This is an optimization exercise on Yosys and OpenROAD, whose aim is small area and a short achievable clock period, not a production implementation. Function was checked by simulation only, so behaviour that the tests miss may differ from the original.

==> inputs of v22 <==
==> flow/design.v <==
module rv_alu_pipe #(
  parameter int XLEN     = 32,
  parameter int NREGS    = 32,
  parameter int IQ_DEPTH = 4,
  parameter int FWD_EN   = 1,
  parameter int CNT_W    = 32
) (
  input  logic                      clk,
  input  logic                      rst,
  input  logic                      in_valid,
  output logic                      in_ready,
  input  logic [31:0]               in_instr,
  input  logic                      hold,
  input  logic [4:0]                dbg_raddr,
  output logic [XLEN-1:0]           dbg_rdata,
  output logic [CNT_W-1:0]          retired_cnt,
  output logic                      illegal,
  output logic [31:0]               illegal_instr,
  output logic [$clog2(IQ_DEPTH):0] iq_count,
  output logic                      busy
);
  logic [31:0] q_mem [4];
  logic [1:0]  q_wr;
  logic [1:0]  q_rd;
  logic [2:0]  q_cnt;
  logic [4:0]  hd_rs1;
  logic [4:0]  hd_rs2;
  logic        hd_imm;
  logic [31:0] gpr [1:31];
  logic        d_vld;
  logic [31:0] d_instr;
  logic [31:0] d_opa;
  logic [31:0] d_opb;
  logic        x_vld;
  logic [4:0]  x_rd;
  logic [31:0] x_res;
  logic        d_sub;
  logic        d_shl;
  logic push, pop, q_empty;
  assign in_ready = ~q_cnt[2];
  assign push     = in_valid & in_ready;
  assign q_empty  = (q_cnt == 3'd0);
  assign iq_count = q_cnt;
  assign busy     = !q_empty || d_vld || x_vld;
  assign pop      = !hold && !q_empty;
  logic [6:0] opc;
  logic [2:0] f3;
  logic [6:0] f7;
  logic [4:0] rd;
  assign opc = d_instr[6:0];
  assign rd  = d_instr[11:7];
  assign f3  = d_instr[14:12];
  assign f7  = d_instr[31:25];
  logic is_r, is_i, is_lui, f7_zero, f7_alt;
  assign is_r    = (opc == 7'b0110011);
  assign is_i    = (opc == 7'b0010011);
  assign is_lui  = (opc == 7'b0110111);
  assign f7_zero = (f7 == 7'b0000000);
  assign f7_alt  = (f7 == 7'b0100000);
  logic d_legal;
  always_comb begin
    d_legal = 1'b0;
    if (is_lui) d_legal = 1'b1;
    else if (is_i) begin
      if (f3 == 3'b001)      d_legal = f7_zero;
      else if (f3 == 3'b101) d_legal = f7_zero | f7_alt;
      else                   d_legal = 1'b1;
    end else if (is_r) begin
      if (f3 == 3'b000 || f3 == 3'b101) d_legal = f7_zero | f7_alt;
      else                              d_legal = f7_zero;
    end
  end
  logic alt, do_sub, sh_left;
  assign alt     = f7[5];
  assign do_sub  = d_sub;
  assign sh_left = d_shl;
  logic [33:0] sum_x;
  logic [31:0] sum;
  logic        cout, lt_s, lt_u;
  assign sum_x = {1'b0, d_opa, 1'b1} + {1'b0, d_opb ^ {32{do_sub}}, do_sub};
  assign sum   = sum_x[32:1];
  assign cout  = sum_x[33];
  assign lt_u  = ~cout;
  assign lt_s  = (d_opa[31] ^ d_opb[31]) ? d_opa[31] : sum[31];
  logic [31:0] sh_in, sh_out, sh_rev;
  logic [63:0] sh_ext;
  always_comb begin
    for (int i = 0; i < 32; i++) sh_in[i] = sh_left ? d_opa[31-i] : d_opa[i];
  end
  assign sh_ext = {{32{alt & d_opa[31] & ~sh_left}}, sh_in} >> d_opb[4:0];
  assign sh_out = sh_ext[31:0];
  always_comb begin
    for (int i = 0; i < 32; i++) sh_rev[i] = sh_out[31-i];
  end
  logic [31:0] alu_res;
  always_comb begin
    if (is_lui) alu_res = {d_instr[31:12], 12'h000};
    else begin
      case (f3)
        3'b000:  alu_res = sum;
        3'b001:  alu_res = sh_rev;
        3'b010:  alu_res = {31'd0, lt_s};
        3'b011:  alu_res = {31'd0, lt_u};
        3'b100:  alu_res = d_opa ^ d_opb;
        3'b101:  alu_res = sh_out;
        3'b110:  alu_res = d_opa | d_opb;
        default: alu_res = d_opa & d_opb;
      endcase
    end
  end
  logic [31:0] q_head;
  assign q_head = q_mem[q_rd];
  logic fwd1, fwd2;
  assign fwd1 = d_vld && d_legal && (rd == hd_rs1) && (hd_rs1 != 5'd0);
  assign fwd2 = d_vld && d_legal && (rd == hd_rs2) && (hd_rs2 != 5'd0) && !hd_imm;
  logic [31:0] xm;
  always_comb begin
    for (int i = 0; i < 32; i++) xm[i] = x_vld && (x_rd == 5'(i));
  end
  logic [33*32-1:0] slots;
  always_comb begin
    slots[31:0] = x_res;
    for (int i = 1; i < 32; i++) slots[32*i +: 32] = gpr[i];
    slots[32*32 +: 32] = {{20{q_head[31]}}, q_head[31:20]};
  end
  logic [31:0] s1;
  logic [32:0] s2;
  always_comb begin
    for (int i = 1; i < 32; i++) begin
      s1[i] = (hd_rs1 == 5'(i)) && !xm[i];
      s2[i] = (hd_rs2 == 5'(i)) && !xm[i] && !hd_imm;
    end
    s1[0]  = x_vld && (x_rd == hd_rs1) && (hd_rs1 != 5'd0);
    s2[0]  = x_vld && (x_rd == hd_rs2) && (hd_rs2 != 5'd0) && !hd_imm;
    s2[32] = hd_imm;
  end
  logic [31:0] rd_a, rd_b;
  rv_alu_pipe_rport #(.N(32)) u_rp1 (.s(s1), .g(slots[32*32-1:0]), .q(rd_a));
  rv_alu_pipe_rport #(.N(33)) u_rp2 (.s(s2), .g(slots),            .q(rd_b));
  logic [7:0] sdh;
  always_comb begin
    for (int i = 0; i < 8; i++) sdh[i] = (dbg_raddr[4:2] == 3'(i));
  end
  rv_alu_pipe_dport u_rpd (.a(dbg_raddr[1:0]), .sh(sdh), .g(slots[32*32-1:32]), .q(dbg_rdata));
  logic [1:0]  q_rd_n;
  logic [31:0] nh;
  assign q_rd_n = pop ? q_rd + 2'd1 : q_rd;
  assign nh     = (push && q_wr == q_rd_n) ? in_instr : q_mem[q_rd_n];
  logic        d_leave, wb;
  logic [31:0] wdata;
  assign d_leave = d_vld && !hold;
  assign wb      = x_vld && !hold;
  assign wdata   = rst ? 32'd0 : x_res;
  always_ff @(posedge clk) begin
    if (push) q_mem[q_wr] <= in_instr;
  end
  always_ff @(posedge clk) begin
    hd_rs1 <= nh[19:15];
    hd_rs2 <= nh[24:20];
    hd_imm <= ~nh[5];
  end
  always_ff @(posedge clk) begin
    if (pop) begin
      d_instr <= q_head;
      d_sub   <= (q_head[14:12] == 3'b010) || (q_head[14:12] == 3'b011)
              || (q_head[14:12] == 3'b000 && q_head[5] && q_head[30]);
      d_shl   <= (q_head[14:12] == 3'b001);
      d_opa   <= fwd1 ? alu_res : rd_a;
      d_opb   <= fwd2 ? alu_res : rd_b;
    end
  end
  always_ff @(posedge clk) begin
    if (!hold) begin
      x_rd  <= rd;
      x_res <= alu_res;
    end
  end
  always_ff @(posedge clk) begin
    for (int i = 1; i < 32; i++)
      if (rst || (wb && x_rd == 5'(i))) gpr[i] <= wdata;
  end
  always_ff @(posedge clk) begin
    if (rst) begin
      q_wr          <= '0;
      q_rd          <= '0;
      q_cnt         <= '0;
      d_vld         <= 1'b0;
      x_vld         <= 1'b0;
      retired_cnt   <= '0;
      illegal       <= 1'b0;
      illegal_instr <= '0;
    end else begin
      if (push) q_wr <= q_wr + 1'b1;
      if (pop)  q_rd <= q_rd + 1'b1;
      q_cnt <= q_cnt + 3'(push) - 3'(pop);
      if (pop)          d_vld <= 1'b1;
      else if (d_leave) d_vld <= 1'b0;
      illegal <= d_leave && !d_legal;
      if (d_leave && !d_legal) illegal_instr <= d_instr;
      if (!hold) x_vld <= d_leave && d_legal;
      if (wb) retired_cnt <= retired_cnt + 1'b1;
    end
  end
endmodule
module rv_alu_pipe_ao3n (
  input  logic [2:0] s,
  input  logic [2:0] d,
  output logic       y
);
  assign y = ~|(s & d);
endmodule
module rv_alu_pipe_ao2n (
  input  logic [1:0] s,
  input  logic [1:0] d,
  output logic       y
);
  assign y = ~|(s & d);
endmodule
module rv_alu_pipe_mux4 (
  input  logic [1:0] a,
  input  logic [3:0] d,
  output logic       y
);
  assign y = d[a];
endmodule
module rv_alu_pipe_rport #(
  parameter int N = 32
) (
  input  logic [N-1:0]    s,
  input  logic [N*32-1:0] g,
  output logic [31:0]     q
);
  localparam int N3 = N / 3;
  localparam int NR = N - 3 * N3;
  localparam int NP = N3 + (NR != 0 ? 1 : 0);
  for (genvar b = 0; b < 32; b++) begin : g_bit
    logic [NP-1:0] p;
    for (genvar k = 0; k < N3; k++) begin : g_grp
      rv_alu_pipe_ao3n u_ao (
        .s(s[3*k +: 3]),
        .d({g[32*(3*k+2) + b], g[32*(3*k+1) + b], g[32*(3*k) + b]}),
        .y(p[k]));
    end
    if (NR == 2) begin : g_r2
      rv_alu_pipe_ao2n u_ao (
        .s(s[3*N3 +: 2]),
        .d({g[32*(3*N3+1) + b], g[32*(3*N3) + b]}),
        .y(p[N3]));
    end else if (NR == 1) begin : g_r1
      assign p[N3] = ~(s[3*N3] & g[32*(3*N3) + b]);
    end
    assign q[b] = ~&p;
  end
endmodule
module rv_alu_pipe_dport (
  input  logic [1:0]       a,
  input  logic [7:0]       sh,
  input  logic [31*32-1:0] g,
  output logic [31:0]      q
);
  logic [32*32-1:0] gz;
  assign gz = {g, 32'd0};
  for (genvar b = 0; b < 32; b++) begin : g_bit
    logic [7:0] m;
    logic [3:0] p;
    for (genvar k = 0; k < 8; k++) begin : g_m
      rv_alu_pipe_mux4 u_m (
        .a(a),
        .d({gz[32*(4*k+3) + b], gz[32*(4*k+2) + b], gz[32*(4*k+1) + b], gz[32*(4*k) + b]}),
        .y(m[k]));
    end
    for (genvar k = 0; k < 4; k++) begin : g_ao
      rv_alu_pipe_ao2n u_ao (.s(sh[2*k +: 2]), .d(m[2*k +: 2]), .y(p[k]));
    end
    assign q[b] = ~&p;
  end
endmodule
==> flow/run.sh <==
#!/bin/bash
# synth_recipe.tcl (not shown) runs the flow's synth.tcl, then flattens the netlist and writes it again
# the make line also repeats each setting of config.mk as NAME=value (left out here)
make -C /OpenROAD-flow-scripts/flow DESIGN_CONFIG=/design/flow/config.mk WORK_HOME=/design/flow/orfs CLKGATE_MAP_FILE= SYNTH_SCRIPT=/design/flow/synth_recipe.tcl finish
==> flow/config.mk <==
export PLATFORM = sky130hd
export DESIGN_NAME = rv_alu_pipe
export DESIGN_NICKNAME = rv_alu_pipe
export VERILOG_FILES = /design/flow/design.v
export SDC_FILE = /design/flow/constraint.sdc
export NUM_CORES = 4
export LEC_CHECK = 0
export CAP_MARGIN = 20
export CORE_MARGIN = 2
export CORE_UTILIZATION = 45
export CTS_CLUSTER_DIAMETER = 80
export CTS_CLUSTER_SIZE = 30
export GPL_ROUTABILITY_DRIVEN = 1
export SETUP_SLACK_MARGIN = 2.6
export SLEW_MARGIN = 20
export SYNTH_HIERARCHICAL = 1
export SYNTH_MINIMUM_KEEP_SIZE = 0
==> flow/constraint.sdc <==
create_clock -name core_clock -period 7.0 [get_ports {clk}]
set_input_delay 1.4000 -clock core_clock [delete_from_list [all_inputs] [get_ports {clk}]]
set_output_delay 1.4000 -clock core_clock [all_outputs]
set_load 0.01 [all_outputs]
==> v38 (differences from v22) <==
--- a/flow/design.v
+++ b/flow/design.v
@@ -36,6 +36,8 @@
   logic [31:0] x_res;
   logic        d_sub;
   logic        d_shl;
+  logic [4:0]  d_sha;
+  logic        d_s_add, d_s_sll, d_s_slt, d_s_sltu, d_s_xor, d_s_srx, d_s_or, d_s_and, d_s_lui;
   logic push, pop, q_empty;
   assign in_ready = ~q_cnt[2];
   assign push     = in_valid & in_ready;
@@ -77,37 +79,30 @@
   logic [33:0] sum_x;
   logic [31:0] sum;
   logic        cout, lt_s, lt_u;
-  assign sum_x = {1'b0, d_opa, 1'b1} + {1'b0, d_opb ^ {32{do_sub}}, do_sub};
+  assign sum_x = {1'b0, d_opa, 1'b1} + {1'b0, d_opb, do_sub};
   assign sum   = sum_x[32:1];
   assign cout  = sum_x[33];
   assign lt_u  = ~cout;
-  assign lt_s  = (d_opa[31] ^ d_opb[31]) ? d_opa[31] : sum[31];
+  assign lt_s  = (d_opa[31] ^ ~d_opb[31]) ? d_opa[31] : sum[31];
   logic [31:0] sh_in, sh_out, sh_rev;
   logic [63:0] sh_ext;
   always_comb begin
     for (int i = 0; i < 32; i++) sh_in[i] = sh_left ? d_opa[31-i] : d_opa[i];
   end
-  assign sh_ext = {{32{alt & d_opa[31] & ~sh_left}}, sh_in} >> d_opb[4:0];
+  assign sh_ext = {{32{alt & d_opa[31] & ~sh_left}}, sh_in} >> d_sha;
   assign sh_out = sh_ext[31:0];
   always_comb begin
     for (int i = 0; i < 32; i++) sh_rev[i] = sh_out[31-i];
   end
   logic [31:0] alu_res;
-  always_comb begin
-    if (is_lui) alu_res = {d_instr[31:12], 12'h000};
-    else begin
-      case (f3)
-        3'b000:  alu_res = sum;
-        3'b001:  alu_res = sh_rev;
-        3'b010:  alu_res = {31'd0, lt_s};
-        3'b011:  alu_res = {31'd0, lt_u};
-        3'b100:  alu_res = d_opa ^ d_opb;
-        3'b101:  alu_res = sh_out;
-        3'b110:  alu_res = d_opa | d_opb;
-        default: alu_res = d_opa & d_opb;
-      endcase
-    end
-  end
+  assign alu_res = ({32{d_s_add}} & sum)
+                 | ({32{d_s_sll}} & sh_rev)
+                 | ({32{d_s_srx}} & sh_out)
+                 | ({32{d_s_xor}} & (d_opa ^ d_opb))
+                 | ({32{d_s_or}}  & (d_opa | d_opb))
+                 | ({32{d_s_and}} & (d_opa & d_opb))
+                 | ({32{d_s_lui}} & {d_instr[31:12], 12'h000})
+                 | {31'd0, (d_s_slt & lt_s) | (d_s_sltu & lt_u)};
   logic [31:0] q_head;
   assign q_head = q_mem[q_rd];
   logic fwd1, fwd2;
@@ -137,11 +132,16 @@
   logic [31:0] rd_a, rd_b;
   rv_alu_pipe_rport #(.N(32)) u_rp1 (.s(s1), .g(slots[32*32-1:0]), .q(rd_a));
   rv_alu_pipe_rport #(.N(33)) u_rp2 (.s(s2), .g(slots),            .q(rd_b));
-  logic [7:0] sdh;
-  always_comb begin
-    for (int i = 0; i < 8; i++) sdh[i] = (dbg_raddr[4:2] == 3'(i));
-  end
-  rv_alu_pipe_dport u_rpd (.a(dbg_raddr[1:0]), .sh(sdh), .g(slots[32*32-1:32]), .q(dbg_rdata));
+  for (genvar k = 0; k < 4; k++) begin : g_dsl
+    logic [31*8-1:0] gs;
+    for (genvar r = 1; r < 32; r++) begin : g_r
+      assign gs[8*(r-1) +: 8] = gpr[r][8*k +: 8];
+    end
+    rv_alu_pipe_dport u_rpd (.a(dbg_raddr), .g(gs), .q(dbg_rdata[8*k +: 8]));
+  end
+  logic n_sub;
+  assign n_sub = (q_head[14:12] == 3'b010) || (q_head[14:12] == 3'b011)
+              || (q_head[14:12] == 3'b000 && q_head[5] && q_head[30]);
   logic [1:0]  q_rd_n;
   logic [31:0] nh;
   assign q_rd_n = pop ? q_rd + 2'd1 : q_rd;
@@ -162,12 +162,23 @@
   always_ff @(posedge clk) begin
     if (pop) begin
       d_instr <= q_head;
-      d_sub   <= (q_head[14:12] == 3'b010) || (q_head[14:12] == 3'b011)
-              || (q_head[14:12] == 3'b000 && q_head[5] && q_head[30]);
+      d_sub   <= n_sub;
       d_shl   <= (q_head[14:12] == 3'b001);
+      d_s_lui  <= (q_head[6:0] == 7'b0110111);
+      d_s_add  <= (q_head[6:0] != 7'b0110111) && (q_head[14:12] == 3'b000);
+      d_s_sll  <= (q_head[6:0] != 7'b0110111) && (q_head[14:12] == 3'b001);
+      d_s_slt  <= (q_head[6:0] != 7'b0110111) && (q_head[14:12] == 3'b010);
+      d_s_sltu <= (q_head[6:0] != 7'b0110111) && (q_head[14:12] == 3'b011);
+      d_s_xor  <= (q_head[6:0] != 7'b0110111) && (q_head[14:12] == 3'b100);
+      d_s_srx  <= (q_head[6:0] != 7'b0110111) && (q_head[14:12] == 3'b101);
+      d_s_or   <= (q_head[6:0] != 7'b0110111) && (q_head[14:12] == 3'b110);
+      d_s_and  <= (q_head[6:0] != 7'b0110111) && (q_head[14:12] == 3'b111);
       d_opa   <= fwd1 ? alu_res : rd_a;
-      d_opb   <= fwd2 ? alu_res : rd_b;
-    end
+      d_opb   <= (fwd2 ? alu_res : rd_b) ^ {32{n_sub}};
+    end
+  end
+  always_ff @(posedge clk) begin
+    if (pop && q_head[13:12] == 2'b01) d_sha <= fwd2 ? alu_res[4:0] : rd_b[4:0];
   end
   always_ff @(posedge clk) begin
     if (!hold) begin
@@ -216,12 +227,19 @@
 );
   assign y = ~|(s & d);
 endmodule
-module rv_alu_pipe_mux4 (
-  input  logic [1:0] a,
+module rv_alu_pipe_ao8 (
+  input  logic [7:0] s,
+  input  logic [7:0] d,
+  output logic       y
+);
+  assign y = |(s & d);
+endmodule
+module rv_alu_pipe_ao4 (
+  input  logic [3:0] s,
   input  logic [3:0] d,
   output logic       y
 );
-  assign y = d[a];
+  assign y = |(s & d);
 endmodule
 module rv_alu_pipe_rport #(
   parameter int N = 32
@@ -253,25 +271,27 @@
   end
 endmodule
 module rv_alu_pipe_dport (
-  input  logic [1:0]       a,
-  input  logic [7:0]       sh,
-  input  logic [31*32-1:0] g,
-  output logic [31:0]      q
-);
-  logic [32*32-1:0] gz;
-  assign gz = {g, 32'd0};
-  for (genvar b = 0; b < 32; b++) begin : g_bit
-    logic [7:0] m;
-    logic [3:0] p;
-    for (genvar k = 0; k < 8; k++) begin : g_m
-      rv_alu_pipe_mux4 u_m (
-        .a(a),
-        .d({gz[32*(4*k+3) + b], gz[32*(4*k+2) + b], gz[32*(4*k+1) + b], gz[32*(4*k) + b]}),
-        .y(m[k]));
-    end
-    for (genvar k = 0; k < 4; k++) begin : g_ao
-      rv_alu_pipe_ao2n u_ao (.s(sh[2*k +: 2]), .d(m[2*k +: 2]), .y(p[k]));
-    end
-    assign q[b] = ~&p;
-  end
-endmodule
+  input  logic [4:0]      a,
+  input  logic [31*8-1:0] g,
+  output logic [7:0]      q
+);
+  logic [32*8-1:0] gz;
+  assign gz = {g, 8'd0};
+  logic [7:0] sh;
+  logic [3:0] sl;
+  always_comb begin
+    for (int i = 0; i < 8; i++) sh[i] = (a[4:2] == 3'(i));
+    for (int i = 0; i < 4; i++) sl[i] = (a[1:0] == 2'(i));
+  end
+  for (genvar b = 0; b < 8; b++) begin : g_bit
+    logic [3:0] m;
+    for (genvar c = 0; c < 4; c++) begin : g_c
+      logic [7:0] dd;
+      for (genvar k = 0; k < 8; k++) begin : g_k
+        assign dd[k] = gz[8*(4*k+c) + b];
+      end
+      rv_alu_pipe_ao8 u_ao (.s(sh), .d(dd), .y(m[c]));
+    end
+    rv_alu_pipe_ao4 u_m (.s(sl), .d(m), .y(q[b]));
+  end
+endmodule
==> flow/config.mk (replaced) <==
export PLATFORM = sky130hd
export DESIGN_NAME = rv_alu_pipe
export DESIGN_NICKNAME = rv_alu_pipe
export VERILOG_FILES = /design/flow/design.v
export SDC_FILE = /design/flow/constraint.sdc
export NUM_CORES = 4
export LEC_CHECK = 0
export CAP_MARGIN = 20
export CELL_PAD_IN_SITES_DETAIL_PLACEMENT = 1
export CELL_PAD_IN_SITES_GLOBAL_PLACEMENT = 1
export CORE_MARGIN = 2
export CORE_UTILIZATION = 40
export CTS_CLUSTER_DIAMETER = 60
export CTS_CLUSTER_SIZE = 24
export GPL_ROUTABILITY_DRIVEN = 1
export SETUP_SLACK_MARGIN = 3.0
export SLEW_MARGIN = 20
export SYNTH_HIERARCHICAL = 1
export SYNTH_MINIMUM_KEEP_SIZE = 0
export TNS_END_PERCENT = 10
==> v39 (differences from v22) <==
--- a/flow/design.v
+++ b/flow/design.v
@@ -36,6 +36,7 @@
   logic [31:0] x_res;
   logic        d_sub;
   logic        d_shl;
+  logic [4:0]  d_sha;
   logic push, pop, q_empty;
   assign in_ready = ~q_cnt[2];
   assign push     = in_valid & in_ready;
@@ -87,7 +88,7 @@
   always_comb begin
     for (int i = 0; i < 32; i++) sh_in[i] = sh_left ? d_opa[31-i] : d_opa[i];
   end
-  assign sh_ext = {{32{alt & d_opa[31] & ~sh_left}}, sh_in} >> d_opb[4:0];
+  assign sh_ext = {{32{alt & d_opa[31] & ~sh_left}}, sh_in} >> d_sha;
   assign sh_out = sh_ext[31:0];
   always_comb begin
     for (int i = 0; i < 32; i++) sh_rev[i] = sh_out[31-i];
@@ -168,6 +169,9 @@
       d_opa   <= fwd1 ? alu_res : rd_a;
       d_opb   <= fwd2 ? alu_res : rd_b;
     end
+  end
+  always_ff @(posedge clk) begin
+    if (pop && q_head[13:12] == 2'b01) d_sha <= fwd2 ? alu_res[4:0] : rd_b[4:0];
   end
   always_ff @(posedge clk) begin
     if (!hold) begin
@@ -216,6 +220,13 @@
 );
   assign y = ~|(s & d);
 endmodule
+module rv_alu_pipe_ao8 (
+  input  logic [7:0] s,
+  input  logic [7:0] d,
+  output logic       y
+);
+  assign y = |(s & d);
+endmodule
 module rv_alu_pipe_mux4 (
   input  logic [1:0] a,
   input  logic [3:0] d,
@@ -261,17 +272,14 @@
   logic [32*32-1:0] gz;
   assign gz = {g, 32'd0};
   for (genvar b = 0; b < 32; b++) begin : g_bit
-    logic [7:0] m;
-    logic [3:0] p;
-    for (genvar k = 0; k < 8; k++) begin : g_m
-      rv_alu_pipe_mux4 u_m (
-        .a(a),
-        .d({gz[32*(4*k+3) + b], gz[32*(4*k+2) + b], gz[32*(4*k+1) + b], gz[32*(4*k) + b]}),
-        .y(m[k]));
-    end
-    for (genvar k = 0; k < 4; k++) begin : g_ao
-      rv_alu_pipe_ao2n u_ao (.s(sh[2*k +: 2]), .d(m[2*k +: 2]), .y(p[k]));
-    end
-    assign q[b] = ~&p;
-  end
-endmodule
+    logic [3:0] m;
+    for (genvar c = 0; c < 4; c++) begin : g_c
+      logic [7:0] dd;
+      for (genvar k = 0; k < 8; k++) begin : g_k
+        assign dd[k] = gz[32*(4*k+c) + b];
+      end
+      rv_alu_pipe_ao8 u_ao (.s(sh), .d(dd), .y(m[c]));
+    end
+    rv_alu_pipe_mux4 u_m (.a(a), .d(m), .y(q[b]));
+  end
+endmodule
--- a/flow/config.mk
+++ b/flow/config.mk
@@ -7,7 +7,7 @@
 export LEC_CHECK = 0
 export CAP_MARGIN = 20
 export CORE_MARGIN = 2
-export CORE_UTILIZATION = 45
+export CORE_UTILIZATION = 38
 export CTS_CLUSTER_DIAMETER = 80
 export CTS_CLUSTER_SIZE = 30
 export GPL_ROUTABILITY_DRIVEN = 1
==> flow_metrics.py <==
metrics = {
    "synthesis": {
        "synthAdderAreaFrac": 0.0141,
    },
    "global_route": {
        "grt_pass1_vias": 61000,
        "use_met2": 0.613,
        "grt_pass1_wl_mm": 521,
    },
    "worst_setup_path": {
        "endpoint": "dbg_rdata[15]",
    },
    "sta": {
        "skew_ns": 0.0898,
    },
    "outcome": {
        "outcome": "finished clean",
    },
    "finish": {
        "layout.nonclk_buf_frac": 0.0684,
    },
    "route": {
        "routedWlPerCell_um": 50.0,
    },
}
-- figures above: v38

==> flow_metrics.py <==
metrics = {
    "outcome": {
        "outcome": "finished clean",
    },
    "global_route": {
        "grt_pass1_vias": 54600,
        "grt_pass1_wl_mm": 427,
    },
    "sta": {
        "skew_ns": 0.0449,
    },
    "finish": {
        "layout.nonclk_buf_frac": 0.0624,
    },
    "worst_setup_path": {
        "endpoint": "dbg_rdata[0]",
    },
    "route": {
        "routedWlPerCell_um": 44.3,
    },
}
-- figures above: v22

==> flow_metrics.py <==
metrics = {
    "synthesis": {
        "synth_compound_area_frac": 0.209,
        "synthAdderAreaFrac": 0.0200,
    },
    "finish": {
        "layout.nonclk_buf_frac": 0.0628,
    },
    "outcome": {
        "outcome": "finished clean",
    },
    "global_route": {
        "use_met2": 0.507,
        "grt_pass1_vias": 57500,
        "grt_pass1_wl_mm": 472,
    },
    "sta": {
        "skew_ns": 0.110,
    },
    "route": {
        "firstDrtPassIters": 22,
        "routedWlPerCell_um": 46.5,
    },
}
-- figures above: v39

==> static timing again, ports no longer ideal <==
Ports are ideal in the flow. The routed layouts listed here were re-timed in OpenROAD. Step 1 (the two cells are an assumption about what drives the block):
set clk [get_ports {clk}]
set_driving_cell -lib_cell sky130_fd_sc_hd__clkbuf_16 $clk
set_driving_cell -lib_cell sky130_fd_sc_hd__buf_2 [delete_from_list [all_inputs] $clk]
Step 2 moves the port delays by t, midway between the first and last clock arrival at a register: inputs arrive t later, outputs are due t later. That takes back most of the time a late clock gives input paths. Slacks: no drivers / after step 1 / after step 2; pairs: no drivers / after step 1.
run	t, ns	setup WS [ns]	hold WS [ns]	worst slew at a driven data input, ns
v22	0.809	2.239 / 1.867 / 1.867	0.462 / 0.462 / 0.462	0.43
v38	0.894	2.560 / 2.192 / 2.088	0.502 / 0.502 / 0.502	0.48
v39	0.825	2.249 / 2.145 / 2.145	0.461 / 0.461 / 0.461	0.16
After both steps setup and hold are still met in every run listed. For v38, which loses most, drivers alone change the setup slack by -0.368 ns; drivers and shift together by -0.472 ns.
